What follows belongs to an exercise in optimizing a design on an open flow for small area and a short achievable clock period; a production flow would make more cautious choices. At most, simulation tests tie the RTL to the original design; equivalence was not proved.

// yuv_to_rgb_core
module yuv_to_rgb_core (
	input  logic                CLOCK_50_I,
	input  logic                resetn,
	input  logic                pair_strobe,
	input  pixel_pkg::sample_t  y_even,
	input  pixel_pkg::sample_t  y_odd,
	input  pixel_pkg::sample_t  u_in,
	input  pixel_pkg::sample_t  v_in,
	output logic                rgb_strobe,
	output pixel_pkg::channel_t r_even,
	output pixel_pkg::channel_t g_even,
	output pixel_pkg::channel_t b_even,
	output pixel_pkg::channel_t r_odd,
	output pixel_pkg::channel_t g_odd,
	output pixel_pkg::channel_t b_odd
);
Size: about 3,000 cells after synthesis, roughly 84 I/O pins, ~30,000 um^2 of cells after synthesis.
clock: 11.5 ns
lec_check: 0
abc_area: 1
cap_margin: 20
core_margin: 2
core_utilization: 55
cts_buf_list: sky130_fd_sc_hd__clkbuf_8
place_density: 0.7
slew_margin: 20
standard.sh (not shown) runs the stock make flow with config.mk's settings and CLKGATE_MAP_FILE= SYNTH_SCRIPT=/design/flow/synth_recipe.tcl, a recipe that flattens the netlist after the stock synthesis.
==> flow/flow/run.sh <==
#!/bin/bash
# Standard layout, with one extra step between synthesis and floorplan:
# flow/polarity.py re-polarises the full-adder cells of the standard
# synthesis netlist to drop the inverters synthesis leaves between them.
# Each tool's output goes to a log of its own in this folder.
set -e
R=orfs/results/$FLOW_PLATFORM/yuv_to_rgb_core/base
bash standard.sh synth > 1_synth_std.log 2>&1
cp $R/1_2_yosys.v 1_2_yosys_std.v
python3 flow/polarity.py 1_2_yosys_std.v $R/1_2_yosys.v > polarity.log 2>&1
export SETUP_SLACK_MARGIN=7.9
# Port buffers: a plain buffer rather than the delay cell buffer_ports picks
export BUFFER_PORTS_ARGS="-buffer_cell sky130_fd_sc_hd__buf_2"
bash standard.sh finish > finish.log 2>&1
Other scripts of this flow, unchanged in this note and not shown: flow/flow/polarity.py
Next try:
CORE_UTILIZATION = 40   (was 55)
PLACE_DENSITY = unset   (was 0.7)
What happened:
- The new run completed with no timing, DRC or antenna violations
- sequential share of layout area shrinks by 0.28 points
- wire length decreases by about 3%
- fmax increases by about 1.5%
- via count falls by 3.7%
- cell count rose by 6.7%
- first-iteration DRC count is lower by 18%

* * *

Starting RTL as in the previous note.
## yuv_to_rgb_core
module yuv_to_rgb_core (
	input  logic                CLOCK_50_I,
	input  logic                resetn,
	input  logic                pair_strobe,
	input  pixel_pkg::sample_t  y_even,
	input  pixel_pkg::sample_t  y_odd,
	input  pixel_pkg::sample_t  u_in,
	input  pixel_pkg::sample_t  v_in,
	output logic                rgb_strobe,
	output pixel_pkg::channel_t r_even,
	output pixel_pkg::channel_t g_even,
	output pixel_pkg::channel_t b_even,
	output pixel_pkg::channel_t r_odd,
	output pixel_pkg::channel_t g_odd,
	output pixel_pkg::channel_t b_odd
);
	logic [7:0] idx;
	logic in_valid;
	logic [1:0] flush_cnt;
	logic flush;
	logic shift;
	logic fill;
	logic emit;
	logic s1_valid;
	logic s2_valid;
	pixel_pkg::sample_t u_in_q;
	pixel_pkg::sample_t v_in_q;
	pixel_pkg::sample_t ye_in_q;
	pixel_pkg::sample_t yo_in_q;
	pixel_pkg::sample_t ly_even [3];
	pixel_pkg::sample_t ly_odd [3];
	logic [9:0] u_q_next, v_q_next, u_q_s1, v_q_s1;
	logic [9:0] u_r_next, v_r_next, u_r_s1, v_r_s1;
	logic [9:0] u_s_next, v_s_next, u_s_s1, v_s_s1;
	pixel_pkg::sample_t y_even_s1;
	pixel_pkg::sample_t y_odd_s1;
	pixel_pkg::sample_t u_win;
	pixel_pkg::sample_t v_win;
	pixel_pkg::sample_t u_odd_next;
	pixel_pkg::sample_t v_odd_next;
	logic [24:2] l_even_next;
	logic [24:2] l_odd_next;
	pixel_pkg::sample_t u_even_s2;
	pixel_pkg::sample_t v_even_s2;
	pixel_pkg::sample_t u_odd_s2;
	pixel_pkg::sample_t v_odd_s2;
	logic [24:2] l_even_s2;
	logic [24:2] l_odd_s2;
	pixel_pkg::channel_t r_even_d;
	pixel_pkg::channel_t g_even_d;
	pixel_pkg::channel_t b_even_d;
	pixel_pkg::channel_t r_odd_d;
	pixel_pkg::channel_t g_odd_d;
	pixel_pkg::channel_t b_odd_d;
	assign flush = flush_cnt != 2'd0;
	assign shift = in_valid || flush;
	assign fill = in_valid && idx == 8'd0;
	assign emit = (in_valid && idx >= 8'd3) || flush;
	always_ff @(posedge CLOCK_50_I or negedge resetn) begin
		if (!resetn) begin
			idx <= 8'(ctrl_pkg::LAST_PAIR);
			in_valid <= 1'b0;
			flush_cnt <= 2'd0;
			s1_valid <= 1'b0;
  ...
clock: 11.5 ns
lec_check: 0
abc_area: 1
cap_margin: 20
core_margin: 2
core_utilization: 40
cts_buf_list: sky130_fd_sc_hd__clkbuf_8
slew_margin: 20
==> flow/flow/run.sh <==
#!/bin/bash
# Standard layout, with one extra step between synthesis and floorplan:
# flow/polarity.py re-polarises the full-adder cells of the standard
# synthesis netlist to drop the inverters synthesis leaves between them.
# Each tool's output goes to a log of its own in this folder.
set -e
R=orfs/results/$FLOW_PLATFORM/yuv_to_rgb_core/base
bash standard.sh synth > 1_synth_std.log 2>&1
cp $R/1_2_yosys.v 1_2_yosys_std.v
python3 flow/polarity.py 1_2_yosys_std.v $R/1_2_yosys.v > polarity.log 2>&1
export SETUP_SLACK_MARGIN=7.9
export RECOVER_POWER=100
# Port buffers: a plain buffer rather than the delay cell buffer_ports picks
export BUFFER_PORTS_ARGS="-buffer_cell sky130_fd_sc_hd__buf_2"
bash standard.sh finish > finish.log 2>&1
Other scripts of this flow, unchanged in this note and not shown: flow/flow/polarity.py
The baseline reached the layout checks and failed them: capacitance limit, slew limit.
Next try:
--- a/flow/flow/run.sh
+++ b/flow/flow/run.sh
@@ -11,3 +11,2 @@
 export SETUP_SLACK_MARGIN=7.9
-export RECOVER_POWER=100
 # Port buffers: a plain buffer rather than the delay cell buffer_ports picks
- CTS_CLUSTER_DIAMETER: default -> 60
- CTS_CLUSTER_SIZE: default -> 25
After rerunning: Now the flow completed without violations. Routed wire length is lower slightly. Critical path depth is higher by 14. Hold slack is about the same. Sequential share of layout area is about the same. Via count is lower slightly. Final cell count is lower slightly. Global-route usage is lower by 0.31 points. Synthesized cell count stays the same. Synthesized area is unchanged. Design area is higher slightly.
Next try:
- CTS_BUF_LIST: sky130_fd_sc_hd__clkbuf_8 -> sky130_fd_sc_hd__clkbuf_4
- CTS_CLUSTER_DIAMETER: 60 -> default
- CTS_CLUSTER_SIZE: 25 -> default
After rerunning: First-iteration DRC count went up by 0.60%; register-to-register slack degrades by 50 ps; worst setup slack degrades by 55 ps; clock-buffer cell count went up by 104; wire length went up by 2.3%; global-route usage went up by 0.33 points; clock skew went up by 45 ps; critical path depth went down by 3.

* * *

yuv_to_rgb_core, a different RTL version from the one above (not shown whole).
Size: roughly 0.030 mm2 of cells after synthesis.
export LEC_CHECK = 0
export ABC_AREA = 1
export CAP_MARGIN = 20
export CORE_MARGIN = 2
export CORE_UTILIZATION = 40
export SLEW_MARGIN = 20
create_clock -name core_clock -period 11.5 [get_ports {CLOCK_50_I}]
==> flow/flow/run.sh <==
#!/bin/bash
# Standard layout, with one extra step between synthesis and floorplan:
# flow/polarity.py re-polarises the full-adder cells of the standard
# synthesis netlist to drop the inverters synthesis leaves between them.
# Each tool's output goes to a log of its own in this folder.
set -e
R=orfs/results/$FLOW_PLATFORM/yuv_to_rgb_core/base
bash standard.sh synth > 1_synth_std.log 2>&1
cp $R/1_2_yosys.v 1_2_yosys_std.v
python3 flow/polarity.py 1_2_yosys_std.v $R/1_2_yosys.v > polarity.log 2>&1
export SETUP_SLACK_MARGIN=7.7
# Port buffers: a plain buffer rather than the delay cell buffer_ports picks
export BUFFER_PORTS_ARGS="-buffer_cell sky130_fd_sc_hd__buf_2"
bash standard.sh finish > finish.log 2>&1
Other scripts of this flow, unchanged in this note and not shown: flow/flow/polarity.py
The starting point went through all stages and came out clean.
Next try:
--- a/flow/flow/run.sh
+++ b/flow/flow/run.sh
@@ -11 +11 @@
-export SETUP_SLACK_MARGIN=7.7
+export SETUP_SLACK_MARGIN=8.0
=> Critical path depth is higher by 1; clock skew grows by 16 ps; setup slack gets better by 15 ps; non-clock buffer count is higher by 41; hold slack improved by 5.5 ps; register-to-register slack is better by 20 ps; core utilization goes up by 2.1 points; cell area grows by about 4.4%.

* * *

yuv_to_rgb_core, a different RTL version from the one above (not shown whole).
Size in the first run: roughly 84 I/O pins, roughly 0.030 mm² of cells after synthesis.
==> flow/design.v (excerpt) <==
module yuv_to_rgb_core (
	input  logic                CLOCK_50_I,
	input  logic                resetn,
	input  logic                pair_strobe,
	input  pixel_pkg::sample_t  y_even,
	input  pixel_pkg::sample_t  y_odd,
	input  pixel_pkg::sample_t  u_in,
	input  pixel_pkg::sample_t  v_in,
	output logic                rgb_strobe,
	output pixel_pkg::channel_t r_even,
	output pixel_pkg::channel_t g_even,
	output pixel_pkg::channel_t b_even,
	output pixel_pkg::channel_t r_odd,
	output pixel_pkg::channel_t g_odd,
	output pixel_pkg::channel_t b_odd
);
==> flow/config.mk <==
export PLATFORM = sky130hd
export DESIGN_NAME = yuv_to_rgb_core
export DESIGN_NICKNAME = yuv_to_rgb_core
export VERILOG_FILES = /design/flow/design.v
export SDC_FILE = /design/flow/constraint.sdc
export NUM_CORES = 4
export LEC_CHECK = 0
export ABC_AREA = 1
export CAP_MARGIN = 0
export CORE_MARGIN = 2
export CORE_UTILIZATION = 40
export SLEW_MARGIN = 0
==> flow/constraint.sdc <==
create_clock -name core_clock -period 11.5 [get_ports {CLOCK_50_I}]
set_input_delay 2.3000 -clock core_clock [delete_from_list [all_inputs] [get_ports {CLOCK_50_I}]]
set_output_delay 2.3000 -clock core_clock [all_outputs]
set_load 0.01 [all_outputs]
==> flow/flow/run.sh <==
#!/bin/bash
# Standard layout, with one extra step between synthesis and floorplan:
# flow/polarity.py re-polarises the full-adder cells of the standard
# synthesis netlist to drop the inverters synthesis leaves between them.
# Each tool's output goes to a log of its own in this folder.
set -e
R=orfs/results/$FLOW_PLATFORM/yuv_to_rgb_core/base
bash standard.sh synth > 1_synth_std.log 2>&1
cp $R/1_2_yosys.v 1_2_yosys_std.v
python3 flow/polarity.py 1_2_yosys_std.v $R/1_2_yosys.v > polarity.log 2>&1
export SETUP_SLACK_MARGIN=8.2
# Port buffers: a plain buffer rather than the delay cell buffer_ports picks
export BUFFER_PORTS_ARGS="-buffer_cell sky130_fd_sc_hd__buf_2"
bash standard.sh finish > finish.log 2>&1
Other scripts of this flow, unchanged in this note and not shown: flow/flow/polarity.py
Rerun with:
- ABC_AREA: 1 -> not set
- CAP_MARGIN: 0 -> 20
- SLEW_MARGIN: 0 -> 20
Routed wire length went down by 5.4%.
Global-route usage went down by 0.35 points.
Worst setup slack got worse by 680 ps.
Area after synthesis went down by about 5%.
Function was not checked in any run of this note: the RTL went through the layout flow alone.

## what the ideal ports hide
How much do the figures lean on ideal ports? The routed layouts below were timed once more, with nothing changed but the port constraints. Step 1, drivers: a clkbuf_16 drives CLOCK_50_I and a buf_2 each remaining input, both assumed. Step 2 times the ports against the registers' clock, not the clock port: input delays grow and output delays shrink by t, the midpoint of the rising clock arrivals with the driver on. Three values: ideal, step 1, step 2; two values: the first two.
run | shift t [ns] | slack for setup (ns) | hold slack, ns
the first run of note 1 | 0.722 | 7.824 / 7.824 / 7.560 | 0.338 / 0.338 / 0.338
the second run of note 1 | 0.708 | 7.878 / 7.878 / 7.563 | 0.329 / 0.329 / 0.329
the first run of note 2 | 0.708 | 6.259 / 6.259 / 6.259 | 0.329 / 0.329 / 0.329
the second run of note 2 | 0.705 | 7.842 / 7.842 / 7.588 | 0.327 / 0.327 / 0.327
the third run of note 2 | 0.900 | 7.787 / 7.787 / 7.547 | 0.331 / 0.331 / 0.331
the first run of note 3 | 0.641 | 7.609 / 7.609 / 7.609 | 0.334 / 0.334 / 0.334
the second run of note 3 | 0.655 | 7.624 / 7.624 / 7.624 | 0.339 / 0.339 / 0.339
the first run of note 4 | 0.657 | 7.858 / 7.858 / 7.783 | 0.338 / 0.338 / 0.338
the second run of note 4 | 0.639 | 7.173 / 7.173 / 7.173 | 0.339 / 0.339 / 0.339
For the second run of note 1, which loses most, drivers alone change the setup slack by 0.000 ns; drivers and shift together by -0.315 ns.
